What follows belongs to an exercise in optimizing a design on an open flow for small area, a short achievable clock period and few clock cycles; a production flow would make more cautious choices.
Only simulation tests tie the RTL to the original design; equivalence was not proved.
No activity file was given, so power comes from the tool's default toggle rates.

### design/flow/config.mk
export PLATFORM = sky130hd
export DESIGN_NAME = scancode_line_editor_core
export DESIGN_NICKNAME = scancode_line_editor_core
export VERILOG_FILES = /design/flow/design.v
export SDC_FILE = /design/flow/constraint.sdc
export NUM_CORES = 4
export LEC_CHECK = 0
export CAP_MARGIN = 20
export CORE_MARGIN = 2
export CORE_UTILIZATION = 50
export CTS_BUF_LIST = sky130_fd_sc_hd__clkbuf_16
export CTS_CLUSTER_DIAMETER = 50
export CTS_CLUSTER_SIZE = 20
export PLACE_DENSITY = 0.75
export SETUP_SLACK_MARGIN = 5
export SLEW_MARGIN = 20
export SYNTH_HIERARCHICAL = 1
export TNS_END_PERCENT = 100
### design/flow/constraint.sdc
create_clock -name core_clock -period 12.0 [get_ports {clk}]
set_input_delay 2.4000 -clock core_clock [delete_from_list [all_inputs] [get_ports {clk}]]
set_output_delay 2.4000 -clock core_clock [all_outputs]
set_load 0.01 [all_outputs]
### design/flow/design.v
`timescale 1ns / 1ps
package sle_pkg;
  localparam logic [2:0] ACT_NONE   = 3'd0;
  localparam logic [2:0] ACT_ADD    = 3'd1;
  localparam logic [2:0] ACT_BKSP   = 3'd2;
  localparam logic [2:0] ACT_ENTER  = 3'd3;
  localparam logic [2:0] ACT_CLEAR  = 3'd4;
  localparam logic [2:0] ACT_SWITCH = 3'd5;
  localparam logic [2:0] ACT_READ   = 3'd6;
  localparam logic [6:0] CH_NEWLINE = 7'h0A;
  localparam int RES_W = 24;
endpackage
`timescale 1ns / 1ps
module sle_hold (
  input  logic       we,
  input  logic       wen,
  input  logic [6:0] wd,
  input  logic [6:0] q,
  output logic [6:0] d
);
  assign d = ({7{we}} & wd) | ({7{wen}} & q);
endmodule
module sle_ao3 (
  input  logic [2:0] s,
  input  logic [6:0] d0,
  input  logic [6:0] d1,
  input  logic [6:0] d2,
  output logic [6:0] y_n
);
  assign y_n = ~(({7{s[0]}} & d0) | ({7{s[1]}} & d1) | ({7{s[2]}} & d2));
endmodule
module sle_qsel (
  input  logic        ld,
  input  logic        sel_b,
  input  logic [23:0] b_head,
  input  logic [23:0] new_res,
  input  logic [23:0] q,
  output logic [23:0] d
);
  assign d = ld ? (sel_b ? b_head : new_res) : q;
endmodule
`timescale 1ns / 1ps
`timescale 1ns / 1ps
import sle_pkg::*;
module scancode_line_editor_core #(
  parameter int TERMINALS  = 3,
  parameter int LINE_BYTES = 128
) (
  input  logic        clk,
  input  logic        rst,
  input  logic        s_tvalid,
  output logic        s_tready,
  input  logic [23:0] s_tdata,    
  input  logic        s_tuser,    
  output logic        m_tvalid,
  input  logic        m_tready,
  output logic [23:0] m_tdata,    
  output logic [2:0]  m_tuser,    
  input  logic        psel,
  input  logic        penable,
  input  logic        pwrite,
  input  logic [2:0]  paddr,
  input  logic [31:0] pwdata,
  output logic [31:0] prdata,
  output logic        pready
);
  function automatic [7:0] scan_key;
    input logic [7:0] code;
    input logic       shift;
    input logic       caps;
    logic [7:0] lo;
    logic [7:0] hi;
    logic       letter;
    logic       sel;
    begin
      {lo, hi, letter} = {8'h00, 8'h00, 1'b0};
      case (code)
        8'h02: {lo, hi, letter} = {"1", "!", 1'b0};
        8'h03: {lo, hi, letter} = {"2", "@", 1'b0};
        8'h04: {lo, hi, letter} = {"3", "#", 1'b0};
        8'h05: {lo, hi, letter} = {"4", "$", 1'b0};
        8'h06: {lo, hi, letter} = {"5", "%", 1'b0};
        8'h07: {lo, hi, letter} = {"6", "^", 1'b0};
        8'h08: {lo, hi, letter} = {"7", "&", 1'b0};
        8'h09: {lo, hi, letter} = {"8", "*", 1'b0};
        8'h0A: {lo, hi, letter} = {"9", "(", 1'b0};
        8'h0B: {lo, hi, letter} = {"0", ")", 1'b0};
        8'h0C: {lo, hi, letter} = {"-", "_", 1'b0};
        8'h0D: {lo, hi, letter} = {"=", "+", 1'b0};
        8'h0F: {lo, hi, letter} = {8'h09, 8'h09, 1'b0};
        8'h10: {lo, hi, letter} = {"q", "Q", 1'b1};
        8'h11: {lo, hi, letter} = {"w", "W", 1'b1};
        8'h12: {lo, hi, letter} = {"e", "E", 1'b1};
        8'h13: {lo, hi, letter} = {"r", "R", 1'b1};
        8'h14: {lo, hi, letter} = {"t", "T", 1'b1};
        8'h15: {lo, hi, letter} = {"y", "Y", 1'b1};
        8'h16: {lo, hi, letter} = {"u", "U", 1'b1};
        8'h17: {lo, hi, letter} = {"i", "I", 1'b1};
        8'h18: {lo, hi, letter} = {"o", "O", 1'b1};
        8'h19: {lo, hi, letter} = {"p", "P", 1'b1};
        8'h1A: {lo, hi, letter} = {"[", "{", 1'b0};
        8'h1B: {lo, hi, letter} = {"]", "}", 1'b0};
        8'h1E: {lo, hi, letter} = {"a", "A", 1'b1};
        8'h1F: {lo, hi, letter} = {"s", "S", 1'b1};
        8'h20: {lo, hi, letter} = {"d", "D", 1'b1};
        8'h21: {lo, hi, letter} = {"f", "F", 1'b1};
        8'h22: {lo, hi, letter} = {"g", "G", 1'b1};
        8'h23: {lo, hi, letter} = {"h", "H", 1'b1};
        8'h24: {lo, hi, letter} = {"j", "J", 1'b1};
        8'h25: {lo, hi, letter} = {"k", "K", 1'b1};
        8'h26: {lo, hi, letter} = {"l", "L", 1'b1};
        8'h27: {lo, hi, letter} = {";", ":", 1'b0};
        8'h28: {lo, hi, letter} = {8'h27, 8'h22, 1'b0};
        8'h29: {lo, hi, letter} = {8'h60, "~", 1'b0};
        8'h2B: {lo, hi, letter} = {8'h5C, "|", 1'b0};
        8'h2C: {lo, hi, letter} = {"z", "Z", 1'b1};
        8'h2D: {lo, hi, letter} = {"x", "X", 1'b1};
        8'h2E: {lo, hi, letter} = {"c", "C", 1'b1};
        8'h2F: {lo, hi, letter} = {"v", "V", 1'b1};
        8'h30: {lo, hi, letter} = {"b", "B", 1'b1};
        8'h31: {lo, hi, letter} = {"n", "N", 1'b1};
        8'h32: {lo, hi, letter} = {"m", "M", 1'b1};
        8'h33: {lo, hi, letter} = {",", "<", 1'b0};
        8'h34: {lo, hi, letter} = {".", ">", 1'b0};
        8'h35: {lo, hi, letter} = {"/", "?", 1'b0};
        8'h39: {lo, hi, letter} = {" ", " ", 1'b0};
        default: {lo, hi, letter} = {8'h00, 8'h00, 1'b0};
      endcase
      sel = letter ? (shift ^ caps) : shift;
      scan_key = sel ? hi : lo;
    end
  endfunction
  logic input_enable, ie_next, prd_q;
  logic acc, take;
  assign pready  = 1'b1;
  assign ie_next = (psel && penable && pwrite && (paddr[2] == 1'b0)) ? pwdata[0] : input_enable;
  always_ff @(posedge clk) begin
    if (rst) begin
      input_enable <= 1'b0;
      prd_q        <= 1'b0;
    end else begin
      input_enable <= ie_next;
      prd_q        <= ie_next && (paddr[2] == 1'b0);
    end
  end
  assign prdata = {31'b0, prd_q};
  logic       s_rdy_q;
  logic [2:0] outstanding;
  assign s_tready = s_rdy_q;
  assign acc      = s_tvalid && s_rdy_q;
  assign take     = m_tvalid && m_tready;
  logic       v1, rd1, ie1;
  logic [7:0] code1;
  logic [1:0] rt1;
  logic [6:0] ri1;
  logic       f_sh_set, f_sh_clr, f_alt_set, f_alt_clr, f_ctl_set, f_ctl_clr, f_caps;
  logic       f_l, f_fn, f_bksp, f_enter, f_key;
  logic [23:0] r_th1;    
  logic [15:0] r_l1;     
  logic [7:0] c;
  assign c = s_tdata[7:0];
  logic rst_q;
  always_ff @(posedge clk) begin
    rst_q <= rst;
  end
  always_ff @(posedge clk) begin
    if (rst) begin
      v1          <= 1'b0;
      outstanding <= 3'd0;
      s_rdy_q     <= 1'b0;
    end else begin
      v1          <= acc;
      outstanding <= outstanding + 3'(acc) - 3'(take);
      s_rdy_q     <= (outstanding + 3'(acc) - 3'(take)) != 3'd4;
    end
  end
  always_ff @(posedge clk) begin
    rd1       <= s_tuser;
    ie1       <= input_enable;
    code1     <= c;
    rt1       <= s_tdata[9:8];
    ri1       <= s_tdata[16:10];
    for (int k = 0; k < 24; k++) r_th1[k] <= (s_tdata[9:8] == 2'(k / 8)) && (s_tdata[16:14] == 3'(k % 8));
    for (int k = 0; k < 16; k++) r_l1[k]  <= (s_tdata[13:10] == 4'(k));
    f_sh_set  <= (c == 8'h2A) || (c == 8'h36);
    f_sh_clr  <= (c == 8'hAA) || (c == 8'hB6);
    f_alt_set <= (c == 8'h38);
    f_alt_clr <= (c == 8'hB8);
    f_ctl_set <= (c == 8'h1D);
    f_ctl_clr <= (c == 8'h9D);
    f_caps    <= (c == 8'h3A);
    f_l       <= (c == 8'h26);
    f_fn      <= (c == 8'hBB) || (c == 8'hBC) || (c == 8'hBD);
    f_bksp    <= (c == 8'h0E);
    f_enter   <= (c == 8'h1C);
    f_key     <= ((c >= 8'h02) && (c <= 8'h0D)) || ((c >= 8'h0F) && (c <= 8'h1B)) ||
                 ((c >= 8'h1E) && (c <= 8'h29)) || ((c >= 8'h2B) && (c <= 8'h35)) ||
                 (c == 8'h39);
  end
  logic       shift_held, caps_lock, ctrl_held, alt_held;
  logic [1:0] active_terminal;
  logic [6:0] edit_count [3];
  logic [7:0] line_length [3];
  logic       scan;
  logic       shift_next, caps_next, ctrl_next, alt_next;
  logic       do_clear, do_switch, do_bksp, do_add, do_enter;
  logic [1:0] sw_idx, term_next;
  logic [6:0] pos, pos_dec, pos_sw;
  logic [7:0] pos_inc;
  logic [6:0] key;
  logic [7:0] key8;
  logic [7:0] ll_rd;
  logic       hit;
  logic [2:0] action;
  logic [7:0] line_count;
  logic [6:0] char_code, scan_char;
  logic [3:0] mods;
  logic [RES_W-1:0] res_e, res;
  logic       m_ram;
  logic        byp, w_now;
  logic [6:0]  w_i, w_d;
  logic [23:0] w_th;     
  logic [15:0] w_l;      
  always_comb begin
    scan       = v1 && !rd1;
    shift_next = f_sh_set  || (shift_held && !f_sh_clr);
    alt_next   = f_alt_set || (alt_held && !f_alt_clr);
    ctrl_next  = f_ctl_set || (ctrl_held && !f_ctl_clr);
    caps_next  = caps_lock ^ f_caps;
    do_clear   = f_l && ctrl_held;
    do_switch  = f_fn && alt_held;
    sw_idx     = code1[1:0] - 2'd3;
    term_next  = do_switch ? sw_idx : active_terminal;
    pos        = active_terminal[1] ? edit_count[2] : (active_terminal[0] ? edit_count[1] : edit_count[0]);
    pos_sw     = sw_idx[1] ? edit_count[2] : (sw_idx[0] ? edit_count[1] : edit_count[0]);
    pos_dec    = pos - 7'd1;
    pos_inc    = {1'b0, pos} + 8'd1;
    key8       = scan_key(code1, shift_held, caps_lock);
    key        = key8[6:0];
    do_bksp    = f_bksp && ie1 && (pos != 7'd0);
    do_add     = f_key && ie1 && !do_clear && (pos != 7'd127);
    do_enter   = f_enter && ie1;
    ll_rd = rt1[1] ? (rt1[0] ? 8'd0 : line_length[2]) : (rt1[0] ? line_length[1] : line_length[0]);
    hit   = ({1'b0, ri1} < ll_rd);
    scan_char = 7'h00;
    if (rd1) begin
      mods       = {alt_held, ctrl_held, caps_lock, shift_held};
      action     = ACT_READ;
      line_count = ll_rd;
    end else begin
      mods       = {alt_next, ctrl_next, caps_next, shift_next};
      action     = ACT_NONE;
      line_count = {1'b0, pos};
      if (do_clear) begin
        action     = ACT_CLEAR;
        line_count = 8'd0;
      end else if (do_switch) begin
        action     = ACT_SWITCH;
        line_count = {1'b0, pos_sw};
      end else if (do_bksp) begin
        action     = ACT_BKSP;
        line_count = {1'b0, pos_dec};
      end else if (do_add) begin
        action     = ACT_ADD;
        line_count = pos_inc;
        scan_char  = key;
      end else if (do_enter) begin
        action     = ACT_ENTER;
        line_count = pos_inc;
        scan_char  = CH_NEWLINE;
      end
    end
    byp       = (|(w_th & r_th1)) && (|(w_l & r_l1));
    m_ram     = rd1 && hit && !byp;
    char_code = ({7{rd1 && hit && byp}} & w_d) | scan_char;
    res_e = {action, mods, line_count, (rd1 ? rt1 : term_next), char_code};
  end
  assign w_now = scan && (do_bksp || do_add || do_enter);
  assign w_i   = do_bksp ? pos_dec : pos;
  always_ff @(posedge clk) begin
    for (int k = 0; k < 24; k++) begin
      w_th[k] <= !rst && w_now && (active_terminal == 2'(k / 8)) && (w_i[6:4] == 3'(k % 8));
    end
    for (int k = 0; k < 16; k++) begin
      w_l[k] <= (w_i[3:0] == 4'(k));
    end
    w_d <= key | (f_enter ? CH_NEWLINE : 7'h00);
  end
  always_ff @(posedge clk) begin
    if (rst_q) begin
      shift_held      <= 1'b0;
      caps_lock       <= 1'b0;
      ctrl_held       <= 1'b0;
      alt_held        <= 1'b0;
      active_terminal <= 2'd0;
      for (int i = 0; i < 3; i++) begin
        edit_count[i]  <= 7'd0;
        line_length[i] <= 8'd0;
      end
    end else if (scan) begin
      shift_held      <= shift_next;
      caps_lock       <= caps_next;
      ctrl_held       <= ctrl_next;
      alt_held        <= alt_next;
      active_terminal <= term_next;
      if (do_clear) begin
        edit_count[active_terminal]  <= 7'd0;
        line_length[active_terminal] <= 8'd0;
      end else if (do_bksp) begin
        edit_count[active_terminal] <= pos_dec;
      end else if (do_add) begin
        edit_count[active_terminal] <= pos_inc[6:0];
      end else if (do_enter) begin
        edit_count[active_terminal]  <= 7'd0;
        line_length[active_terminal] <= pos_inc;
      end
    end
  end
  wire  [2:0][127:0][6:0] mem_q;
  logic [15:0][7:0][6:0]  y_n;
  logic [15:0][6:0]       part;
  logic [6:0]   ram_rdata;
  for (genvar i = 0; i < 127; i++) begin : g_byte
    logic [6:0] b0, b1, b2, n0, n1, n2;
    logic [2:0] ws;
    assign ws = {w_th[16 + i / 16], w_th[8 + i / 16], w_th[i / 16]} & {3{w_l[i % 16]}};
    sle_hold u_h0 (.we(ws[0]), .wen(!ws[0]), .wd(w_d), .q(b0), .d(n0));
    sle_hold u_h1 (.we(ws[1]), .wen(!ws[1]), .wd(w_d), .q(b1), .d(n1));
    sle_hold u_h2 (.we(ws[2]), .wen(!ws[2]), .wd(w_d), .q(b2), .d(n2));
    always_ff @(posedge clk) begin
      b0 <= n0;
      b1 <= n1;
      b2 <= n2;
    end
    assign mem_q[0][i] = b0;
    assign mem_q[1][i] = b1;
    assign mem_q[2][i] = b2;
  end
  assign mem_q[0][127] = CH_NEWLINE;
  assign mem_q[1][127] = CH_NEWLINE;
  assign mem_q[2][127] = CH_NEWLINE;
  for (genvar l = 0; l < 16; l++) begin : g_rd
    for (genvar k = 0; k < 8; k++) begin : g_grp
      sle_ao3 u_rd (
        .s ({r_th1[3 * k + 2], r_th1[3 * k + 1], r_th1[3 * k]}),
        .d0(mem_q[(3 * k) / 8][((3 * k) % 8) * 16 + l]),
        .d1(mem_q[(3 * k + 1) / 8][((3 * k + 1) % 8) * 16 + l]),
        .d2(mem_q[(3 * k + 2) / 8][((3 * k + 2) % 8) * 16 + l]),
        .y_n(y_n[l][k])
      );
    end
  end
  always_comb begin
    ram_rdata = 7'h00;
    for (int l = 0; l < 16; l++) begin
      part[l] = 7'h00;
      for (int k = 0; k < 8; k++) begin
        part[l] = part[l] | ~y_n[l][k];
      end
      ram_rdata = ram_rdata | ({7{r_l1[l]}} & part[l]);
    end
  end
  logic             v3, m_ram3;
  logic [RES_W-1:0] res3;
  logic [6:0]       rd3;
  always_ff @(posedge clk) begin
    if (rst) begin
      v3 <= 1'b0;
    end else begin
      v3 <= v1;
    end
  end
  always_ff @(posedge clk) begin
    res3   <= res_e;
    m_ram3 <= m_ram;
    rd3    <= ram_rdata;
  end
  assign res = {res3[RES_W-1:7], res3[6:0] | ({7{m_ram3}} & rd3)};
  logic             qv0, ld, b_any, to_b;
  logic [1:0]       bc, rp, wp;
  logic [RES_W-1:0] q0, q0_d, b0, b1, b2, b_head;
  logic             push;
  assign push   = v3;
  assign ld     = !qv0 || take;
  assign b_any  = (bc != 2'd0);
  assign b_head = rp[1] ? b2 : (rp[0] ? b1 : b0);
  assign to_b   = push && !(ld && !b_any);
  always_ff @(posedge clk) begin
    if (rst) begin
      qv0 <= 1'b0;
      bc  <= 2'd0;
      rp  <= 2'd0;
      wp  <= 2'd0;
    end else begin
      if (ld) qv0 <= b_any || push;
      if (ld && b_any) rp <= (rp == 2'd2) ? 2'd0 : rp + 2'd1;
      if (to_b) wp <= (wp == 2'd2) ? 2'd0 : wp + 2'd1;
      bc <= bc - 2'(ld && b_any) + 2'(to_b);
    end
  end
  always_ff @(posedge clk) begin
    if (push && (wp == 2'd0)) b0 <= res;
    if (push && (wp == 2'd1)) b1 <= res;
    if (push && (wp == 2'd2)) b2 <= res;
  end
  sle_qsel u_q0 (
    .ld     (ld),
    .sel_b  (b_any),
    .b_head (b_head),
    .new_res(res),
    .q      (q0),
    .d      (q0_d)
  );
  always_ff @(posedge clk) begin
    q0 <= q0_d;
  end
  assign m_tvalid = qv0;
  assign m_tuser  = q0[23:21];
  assign m_tdata  = {2'b00, q0[20:17], q0[16:9], q0[8:7], 1'b0, q0[6:0]};
endmodule
### design/flow/flow/run.sh
#!/bin/bash
set -euo pipefail
bash standard.sh SETUP_SLACK_MARGIN=8.2 MATCH_CELL_FOOTPRINT=0 \
  BUFFER_PORTS_ARGS="-buffer_cell sky130_fd_sc_hd__buf_4" finish > make_finish.log 2>&1
### design/flow/standard.sh
#!/bin/bash
# synth_recipe.tcl (not shown) runs the flow's synth.tcl, then flattens the netlist and writes it again
# the make line also repeats each setting of config.mk as NAME=value (left out here)
make -C /OpenROAD-flow-scripts/flow DESIGN_CONFIG=/design/flow/config.mk WORK_HOME=/design/flow/orfs CLKGATE_MAP_FILE= SYNTH_SCRIPT=/design/flow/synth_recipe.tcl "${@:-finish}"
==> flow_summary.ini, run 1 <==
[die]
chipHeight_um = 463
row_count = 168
die_area_mm2 = 0.214
coreArea_mm2 = 0.209
start_util = 0.503
io_pins = 129
fp.dieW_um = 463

[clock_network]
holdBufCountCts = 0
cts_made_buffers = 217
htreeDepth = 4
clkLatencyLatePin_ns = 0.91
clk_pin_slew_ns = 0.07
cts-root-buf = clkbuf_16
cts.path.max_buffers = 3
cts_tree = done
cts.sinks = 2991

[synth]
yosys_warnings = 7
synth-seq-area-share = 0.580
syn_inst = 8835
synth.distinct_cells = 88
synth_edf_count = 117
synth_area_leaders = dfxtp_1 55%, a22o_1 22%, a222oi_1 8.5%
yosys.area.top_type = dfxtp_1
synth_area_mm2 = 0.105
ys_seq_elements = 2991
synth_top_area_share = 0.547
avgSynthCellArea_um2 = 11.9
async_flop_share = 0
ys.flop_type = dfxtp_1

[timing]
max_freq_ghz = 0.243
finalSetupViolCount = 0
min_period_over_period = 0.343
min_period_ns = 4.12
hold_ws_ns = 0.383
finalWorstSetupSlack_ns = 7.88
rsz0062_at_grt = true
hold_viol = 0
max-slew-margin-rel = 0.137
fin_setup_tns_ns = 0
skew_ns = 0.0531
drv_slew = 0
tightest_slew_ns = 1.29

[min_path]
hold_path.class = reg2reg
worstHoldStart = input_enable

[power_and_ir_drop]
internal_power_w = 0.0143
switching_share = 0.238
worst_ir_drop_vdd_uv = 160
pwr-share-clk = 0.420
p_per_area_mw_per_mm2 = 160
seqPwrFrac = 0.540
leakagePower_nw = 45.9
combPwrFrac = 0.040
p_sw_w = 0.00449

[routing]
drc = 0
antenna_left = 0
vias = 87300
drt_iter0_markers = 15700
routed_wl_mm = 353
avgViaCountPerCell = 7.23
dr.pass1.iters = 12
routedWlPerCell_um = 29.3

[global_routing]
grt_pass1_wl_mm = 525
antenna_found_initial = 21
grt_usage = 0.312
grt_overflow = 0
grt_start_max_net_pins = 183
first_global_vias = 83400

[placement]
gp_congestion = 0.988
placed_cells = 11700
place_ws_ns = 7.21
hpwl_mm = 218
portBuffers = 53

[critical_path]
critPathLaunch = r_th1[10]
worstSetupStartpointType = flop
cp.required_ns = 12.77
rr_startpoint = r_th1[10]
critPathKind = reg2reg
worstSetupEndpointType = flop
path_max_fanout = 37
cp.arrival_ns = 4.89

[cells_and_area]
final_util = 0.561
area_delta_synth_final_pct = 11.7
finalNonFillerCells = 12100
drive_gt1_frac = 0.0740
nets = 9172

[status]
status = timing/DRC/antenna clean

[flow_run]
drv_cap = 0
[final timing paths]
path | end | slack [ns] | depth (start not counted)
setup / recovery | rd3[5] | 7.88 | 7
hold / removal | ie1 | 0.38 | 0
setup reg to reg | rd3[5] | 7.88 | 7
hold reg to reg | ie1 | 0.38 | 0
[routing by layer]
| metal | track usage | wire, µm | vias up | share of wire |
|---|---|---|---|---|
| met5 | 0.000446 | 105 | - | 0.00030 |
| met4 | 0.180 | 22000 | 16 | 0.062 |
| met3 | 0.0855 | 44900 | 1101 | 0.13 |
| met2 | 0.457 | 149000 | 6163 | 0.42 |
| met1 | 0.412 | 138000 | 42700 | 0.39 |
| li1 | - | - | 37400 | - |
[cell families after synthesis]
logic type,Yosys count,synth area share
simple gates,1109,0.0496
other cells,2,0.0000714
xor+xnor,15,0.00125
mux,83,0.00812
fa+ha+maj,27,0.00328
compound gates,3999,0.334
buf+inv,609,0.0239
flops,2991,0.580
[worst max-delay path: stages (launching register included)]
cell	delay, ns
dfxtp_4	0.45
buf_4	0.35
buf_4	0.36
a222oi_1	0.37
nand4_1	0.43
o21ai_1	0.78
nand4_1	0.55
or4_1	0.66
[layout make-up]
type / instances / area [µm²]
sequential: 2991 / 61200
inverter: 401 / 1510
clock inverter: 173 / 2060
clock buffer: 225 / 5630
multi-input combinational: 5289 / 42000
tap: 2805 / 3510
antenna: 15 / 37.5
timing repair buffer: 178 / 1540
fill: 17200 / 91900
[Yosys stat by module (local to each module, per instance)]
module	cells inside	cell area, µm²	flip-flops and latches
scancode_line_editor_core	5192	72400	2991
sle_ao3	7	70.1	0
sle_hold	7	61.3	0
sle_qsel	80	524	0
[cells in the mapped netlist (18+ instances only)]
cell / number
a21oi_1: 79
a222oi_1: 896
nor2_1: 201
nand2_1: 485
inv_1: 396
dfxtp_1: 2874
a22o_1: 2674
a31oi_1: 23
edfxtp_1: 117
nand2b_1: 21
clkbuf_1: 141
o21ai_0: 176
a22oi_1: 18
nor3_1: 40
ha_1: 26
mux2i_1: 76
nand4_1: 258
buf_4: 42
nand3_1: 18
[power by group through the flow]
stage / logic [W] / clock network (W) / registers (W)
6_report: 0.000745 / 0.00791 / 0.0102
5_1_grt: 0.000787 / 0.00835 / 0.0102
4_1_cts: 0.000725 / 0.00795 / 0.0102
3_5_place_dp: 0.000688 / 0 / 0.0104
3_3_place_gp: 0.000678 / 0 / 0.0104
2_1_floorplan: 0.000333 / 0 / 0.0105
[cell usage in the layout (no fill, tap or decap), types with 12 or more instances in the layout]
cell / Yosys / layout
nand3_1: 18 / 18
dfxtp_2: 0 / 46
buf_6: 4 / 29
clkinvlp_4: 0 / 20
edfxtp_1: 117 / 117
bufinv_16: 0 / 22
nand2_1: 485 / 485
ha_1: 26 / 24
nor2b_1: 15 / 15
nand2b_1: 21 / 20
o21ai_0: 176 / 168
clkinv_1: 2 / 12
inv_1: 396 / 411
buf_4: 42 / 139
clkbuf_16: 0 / 225
conb_1: 2 / 56
inv_6: 0 / 31
a222oi_1: 896 / 896
nor2_1: 201 / 201
nand4_1: 258 / 258
clkinv_4: 0 / 13
a22o_1: 2674 / 2674
nor4_1: 12 / 12
dfxtp_1: 2874 / 2796
a21oi_1: 79 / 79
inv_8: 0 / 18
a31oi_1: 23 / 23
clkinv_2: 0 / 14
clkinv_8: 0 / 19
dfxtp_4: 0 / 32
a22oi_1: 18 / 18
diode_2: 0 / 15
mux2i_1: 76 / 76
nor3_1: 40 / 40
[registers in the layout, indices dropped and copies added, names as in the netlist, 16 cells and up, named ones only]
register,cells
w_th,24
b2,24
b1,24
r_th1,24
b0,24
line_length,24
g_byte.b0,889
edit_count,21
g_byte.b1,889
res3,24
q0,24
r_l1,16
g_byte.b2,889
w_l,16
[per-stage QoR]
stage               total power [W]  area (µm²)
finish                       0.0188      118000
global route                 0.0193      117000
CTS                          0.0188      117000
detailed placement           0.0111      109000
global placement             0.0111      109000
floorplan                    0.0108      105000
[repair_timing]
action / 4_1_cts / 5_1_grt
setup endpoints to repair: 152 / 212
gates resized for setup: 55 / 20
buffers inserted: 6 / 0
Testbench counts, summed over its fixed seeds: cycles 32,111.
==> run 2, diff against run 1 <==
==> design/flow/flow/run.sh (replaced) <==
#!/bin/bash
set -euo pipefail
bash standard.sh SETUP_SLACK_MARGIN=8.8 MATCH_CELL_FOOTPRINT=0 \
  BUFFER_PORTS_ARGS="-buffer_cell sky130_fd_sc_hd__buf_4" finish > make_finish.log 2>&1
==> run 2 against run 1 <==
Effect of this change: still clean; final cell count is essentially flat; non-clock buffer count rose by 52; count of clock-buffer cells in the layout down 11; fmax is 10% higher; sequential share of layout area fell by 0.28 points; wire length is 1.9% higher; clock power decreased by 5.4%; utilization up 0.31 points; highest routed layer unchanged.
==> flow_summary.ini, run 2 <==
[synth]
synth_fa_ha_area_frac = 0.00328
synth.distinct_cells = 88
synth-seq-area-share = 0.580
ys.flop_type = dfxtp_1
avgSynthCellArea_um2 = 11.9
synth_top_family_by_area = compound AO/OA/AOI/OAI gates
synth_most_common_cell = dfxtp_1
synth_xor_area_frac = 0.00125
syn_inst = 8835
synth_top_area_share = 0.547
muxShareOfSynthArea = 0.00812
yosys.area.top_type = dfxtp_1
ys_top_cells_by_count = 2,874 x dfxtp_1, 2,674 x a22o_1, 896 x a222oi_1
synth_area_mm2 = 0.105
ys_seq_elements = 2991
synth_edf_count = 117
synth-simple-area-share = 0.0496
synth_area_leaders = dfxtp_1 55%, a22o_1 22%, a222oi_1 8.5%
synth_compound_area_frac = 0.334
yosys_warnings = 7
async_flop_share = 0

[clock_network]
cts-root-buf = clkbuf_16
clk_pin_slew_ns = 0.08
htreeDepth = 4
cts_made_buffers = 204
cts_tree = done
clkLatencyLatePin_ns = 0.90
holdBufCountCts = 0
cts.sinks = 2991
cts.path.max_buffers = 3

[die]
coreArea_mm2 = 0.209
chipHeight_um = 463
start_util = 0.503
die_area_mm2 = 0.214
fp.dieW_um = 463
row_count = 168
io_pins = 129

[critical_path]
worstPathCellList = buf_6
r2r-end = rd3[2]
worstSetupStartpointType = flop
crit_family = flip-flops
cp.required_ns = 9.60
slowest_stage = dfxtp_4
rr_startpoint = r_th1[13]
r2r_slack_ns = 8.70
cp.arrival_ns = 1.34
critPathKind = reg2out
max_stage_delay_ns = 0.35
path_max_fanout = 2
crit_buf_inv = 1
rr_worst_depth = 7
worstSetupEndpointType = output pin

[power_and_ir_drop]
combPwrFrac = 0.043
p_sw_w = 0.00431
worst_ir_drop_vdd_uv = 163
leakagePower_nw = 46.0
internal_power_w = 0.0141
pwr-share-clk = 0.406
seqPwrFrac = 0.551
p_per_area_mw_per_mm2 = 156
switching_share = 0.234

[global_routing]
first_global_vias = 81900
grt_overflow = 0
grt_start_max_net_pins = 180
antenna_found_initial = 20
grt_pass1_wl_mm = 525
grt_usage = 0.313

[status]
status = timing/DRC/antenna clean

[min_path]
hold_depth = 0
holdPathEnd = ie1
worstHoldStart = input_enable
hold_path.class = reg2reg

[placement]
hpwl_mm = 219
gp_congestion = 1.03
post_dp_cell_area_mm2 = 0.110
portBuffers = 53

[routing]
routedWlPerCell_um = 29.8
vias = 87700
dr.pass1.iters = 11
avgViaCountPerCell = 7.26
drc = 0
drt_iter0_markers = 16300
antenna_left = 0
routed_wl_mm = 360

[timing]
min_period_over_period = 0.312
hold_viol = 0
max_freq_ghz = 0.267
hold_ws_ns = 0.387
tightest_slew_ns = 1.29
drv_slew = 0
max-slew-margin-rel = 0.138
finalSetupViolCount = 0
rsz0062_at_grt = true
fin_setup_tns_ns = 0
skew_ns = 0.0500
min_period_ns = 3.74

[cells_and_area]
reg_top3 = g_byte.b0 x889, g_byte.b1 x889, g_byte.b2 x889
final_area_mm2 = 0.118
drive_gt1_frac = 0.0837
regArea_mm2 = 0.0612
nets = 9213
fillers = 17100
area_delta_synth_final_pct = 12.3
multi_input_area_mm2 = 0.0424
layout_common_cells = 2,794 x dfxtp_1, 2,674 x a22o_1, 896 x a222oi_1, 482 x nand2_1, 403 x inv_1
final_common_cell = dfxtp_1

[flow_run]
drv_cap = 0
## run 2: stage by stage
stage,std cells,total power [W],utilization,setup WS [ns]
final,12100,0.0185,0.564,8.26
after CTS,12000,0.0184,0.561,8.21
after global routing,12100,0.0189,0.564,8.20
after floorplan,8889,0.0108,-,8.06
after detailed placement,11700,0.0111,0.524,7.33
after global placement,11700,0.0111,0.524,7.38
## run 2: per-layer routing
layer,global-route usage,wire length (µm)
met5,0,139
met4,0.156,19800
met3,0.0878,48600
met2,0.458,152000
met1,0.423,140000
## run 2: final cells by class
type,instances,area share
Sequential cell,2991,0.518
Multi-Input combinational cell,5291,0.359
Clock buffer,214,0.0453
Tap cell,2805,0.0297
Timing Repair Buffer,230,0.0211
Clock inverter,141,0.0137
Inverter,401,0.0129
Antenna cell,11,0.000233
## run 2: Yosys stat by module, one instance, submodules excluded
| module | copies in the design | cells inside |
|---|---|---|
| sle_ao3 | 128 | 7 |
| sle_hold | 381 | 7 |
| sle_qsel | 1 | 80 |
| scancode_line_editor_core | 1 | 5192 |
## run 2: logic make-up after synthesis
| logic type | Yosys count |
|---|---|
| muxes | 83 |
| buffers and inverters | 609 |
| and+or+nand+nor | 1109 |
| other | 2 |
| adders and majority gates | 27 |
| xor gates and xnor gates | 15 |
| DFF | 2991 |
| AOI/OAI and AO/OA | 3999 |
## run 2: how the worst max path moves through the flow
| stage | slack, ns | endpoint | cells after the start | start |
|---|---|---|---|---|
| detailed placement | 7.33 | edit_count[1][6] | 10 | active_terminal[0] |
| floorplan | 8.06 | s_rdy_q | 10 | m_tready |
| global route | 8.20 | m_tvalid | 1 | qv0 |
| global placement | 7.38 | edit_count[2][6] | 10 | active_terminal[0] |
| CTS | 8.21 | m_tvalid | 1 | qv0 |
| finish | 8.26 | m_tvalid | 1 | qv0 |
## run 2: power by group through the flow
| stage | Combinational [W] | Sequential, W | Clock, W |
|---|---|---|---|
| finish | 0.000801 | 0.0102 | 0.00748 |
| detailed placement | 0.000699 | 0.0104 | 0 |
| CTS | 0.000745 | 0.0102 | 0.00751 |
| floorplan | 0.000352 | 0.0105 | 0 |
| global route | 0.000849 | 0.0102 | 0.00789 |
| global placement | 0.000690 | 0.0104 | 0 |
## run 2: what timing repair did
action / CTS / global route
gates cloned: 2 / 4
setup buffers: 20 / 35
setup endpoints to repair: 287 / 328
pin swaps: 30 / 35
resized for setup: 186 / 76
==> run 3, diff against run 2 <==
==> design/flow/flow/run.sh (replaced) <==
#!/bin/bash
set -euo pipefail
bash standard.sh SETUP_SLACK_MARGIN=8.5 MATCH_CELL_FOOTPRINT=0 \
  BUFFER_PORTS_ARGS="-buffer_cell sky130_fd_sc_hd__buf_4" finish > make_finish.log 2>&1
==> run 3 against run 2 <==
Effect of this change: still clean; sequential power hardly changed; combinational power is 7.4% lower; critical path depth stayed put; via count is 0.85% lower; die area stayed put; worst hold slack worse by 0.0079 ns; register-to-register slack worse by 0.40 ns; non-clock buffer count is 50 lower; area after synthesis stayed put; first-iteration DRC count is 5.9% lower; critical endpoint is now m_tdata[10].
==> flow_summary.ini, run 3 <==
[die]
die_area_mm2 = 0.214
coreArea_mm2 = 0.209
chipHeight_um = 463
io_pins = 129
row_count = 168
start_util = 0.503
fp.dieW_um = 463

[synth]
yosys.area.top_type = dfxtp_1
avgSynthCellArea_um2 = 11.9
ys_top_cells_by_count = 2,874 x dfxtp_1, 2,674 x a22o_1, 896 x a222oi_1
synth_edf_count = 117
synth_area_leaders = dfxtp_1 55%, a22o_1 22%, a222oi_1 8.5%
synth.distinct_cells = 88
synth_top_area_share = 0.547
syn_inst = 8835
ys_seq_elements = 2991
ys.flop_type = dfxtp_1
synth-seq-area-share = 0.580
synth_most_common_cell = dfxtp_1
async_flop_share = 0
yosys_warnings = 7
synth_area_mm2 = 0.105

[critical_path]
critPathKind = reg2out
r2r_slack_ns = 8.30
cp.arrival_ns = 1.33
crit_buf_inv = 1
worstPathCellList = buf_6
worstSetupEndpointType = output pin
crit_family = flip-flops
path_max_fanout = 2
slowest_stage = dfxtp_2
max_stage_delay_ns = 0.33
cp.required_ns = 9.60
worstSetupStartpointType = flop

[global_routing]
grt_usage = 0.313
grt_pass1_wl_mm = 524
first_global_vias = 81600
grt_start_max_net_pins = 188
antenna_found_initial = 22
grt_overflow = 0

[status]
status = timing/DRC/antenna clean

[placement]
placed_cells = 11700
hpwl_mm = 216
portBuffers = 53
gp_congestion = 0.994

[cells_and_area]
layout_common_cells = 2,796 x dfxtp_1, 2,674 x a22o_1, 896 x a222oi_1, 482 x nand2_1, 405 x inv_1
area_delta_synth_final_pct = 11.3
finalNonFillerCells = 12000
reg_top3 = g_byte.b0 x889, g_byte.b1 x889, g_byte.b2 x889
drive_gt1_frac = 0.0743
final_common_cell = dfxtp_1
nets = 9164

[timing]
rsz0062_at_grt = true
drv_slew = 0
fin_setup_tns_ns = 0
tightest_slew_ns = 1.41
skew_ns = 0.0544
finalSetupViolCount = 0
hold_viol = 0
min_period_ns = 3.73
min_period_over_period = 0.311
max-slew-margin-rel = 0.0617
max_freq_ghz = 0.268

[routing]
drc = 0
drt_iter0_markers = 15400
antenna_left = 0
dr.pass1.iters = 9
routed_wl_mm = 355
avgViaCountPerCell = 7.22
routedWlPerCell_um = 29.5
vias = 87000

[power_and_ir_drop]
leakagePower_nw = 45.6
p_per_area_mw_per_mm2 = 157
worst_ir_drop_vdd_uv = 160

[clock_network]
cts_made_buffers = 206
clkLatencyLatePin_ns = 0.89
cts_tree = done
cts.sinks = 2991
clk_pin_slew_ns = 0.08
cts.path.max_buffers = 3
htreeDepth = 4
cts-root-buf = clkbuf_16

[flow_run]
drv_cap = 0

[min_path]
hold_path.class = reg2reg
run 3: cell counts after synthesis:
Identical to the previous run, type by type.
run 3: power breakdown:
group	switching, W	internal [W]	leakage (nW)	total (W)
sequential	0.000121	0.0101	24.3	0.0102
clock	0.00373	0.00371	3.40	0.00744
combinational	0.000481	0.000261	17.9	0.000742
total	0.00433	0.0140	45.6	0.0184
run 3: repair_timing:
| item | 4_1_cts | 5_1_grt |
|---|---|---|
| endpoints found under the hold margin | 0 | 0 |
| pin swaps | 5 | 16 |
| hold buffers | 0 | 0 |
| buffers inserted | 7 | 6 |
| cloned | 0 | 1 |
| setup endpoints to repair | 164 | 115 |
| resized for setup | 109 | 44 |
run 3: metal layers:
metal | share of wire | vias to the layer above | global-route usage
met5 | 0.000059 | - | 0
met4 | 0.059 | 4 | 0.176
met3 | 0.13 | 957 | 0.0782
met2 | 0.42 | 6004 | 0.452
met1 | 0.40 | 42700 | 0.425
li1 | - | 37300 | -
run 3: cell families (layout without fill, tap and decap cells):
kind of cell | after synthesis | in the layout | share of synthesized area
XOR/XNOR | 15 | 15 | 0.00125
buffers and inverters | 609 | 946 | 0.0239
multiplexers | 83 | 83 | 0.00812
AO/OA/AOI/OAI | 3999 | 4000 | 0.334
AND/OR/NAND/NOR | 1109 | 1109 | 0.0496
adder cells (fa/ha/maj) | 27 | 27 | 0.00328
flip-flops | 2991 | 2991 | 0.580
other | 2 | 68 | 0.0000714
run 3: worst paths after layout:
| path | from | endpoint | cells past startpoint |
|---|---|---|---|
| worst min register to register | input_enable | ie1 | 0 |
| worst min-delay path | input_enable | ie1 | 0 |
| worst max register to register | r_th1[13] | rd3[3] | 7 |
| worst max-delay path | q0[9] | m_tdata[10] | 1 |
run 3: stage by stage:
step            util  instance area [µm²]  power [W]  setup slack (ns)  hold WS, ns
2_1_floorplan      -               106000     0.0108              8.06        0.331
3_3_place_gp   0.524               110000     0.0111              7.26        0.395
3_5_place_dp   0.524               110000     0.0111              7.14        0.388
4_1_cts        0.558               117000     0.0184              8.21        0.392
5_1_grt        0.559               117000     0.0188              8.22        0.392
6_report       0.560               117000     0.0184              8.27        0.379
run 3: per-module statistics from Yosys, one instance, submodules excluded:
module	area (µm²)	cells inside
scancode_line_editor_core	72400	5192
sle_ao3	70.1	7
sle_hold	61.3	7
sle_qsel	524	80
run 3: cell type report:
type,instances,area (µm²)
multi-input cells,5290,42200
flip-flops and latches,2991,61200
well taps,2805,3510
clock inverters,154,1690
repair buffers,180,1680
inverters,401,1520
clock buffers,211,5280
fillers,17200,92200
diodes,12,30.0

[afterwards: timing with drivers on the ports]
In the flow no input, the clock included, has a driving cell. The finished layouts below were timed again as built, in two steps. Step 1, drivers: a clkbuf_16 drives clk and a buf_2 each remaining input, both assumed. Step 2 also shifts input and output timing later by t, the mid clock arrival at the registers, as if the neighbouring blocks saw the same clock. Slacks: ideal / step 1 / step 2; pairs: ideal / step 1.
run | t, ns | setup slack, ns | pins driven straight from the clock port
run 1 | 0.984 | 7.885 / 7.885 / 7.528 | 1
run 2 | 0.958 | 8.261 / 8.174 / 7.917 | 1
run 3 | 0.966 | 8.266 / 8.168 / 7.645 | 1
After both steps every run listed still meets setup and hold. The setup slack of run 3, which loses most, moves by -0.098 ns with the drivers and by -0.621 ns with both steps.
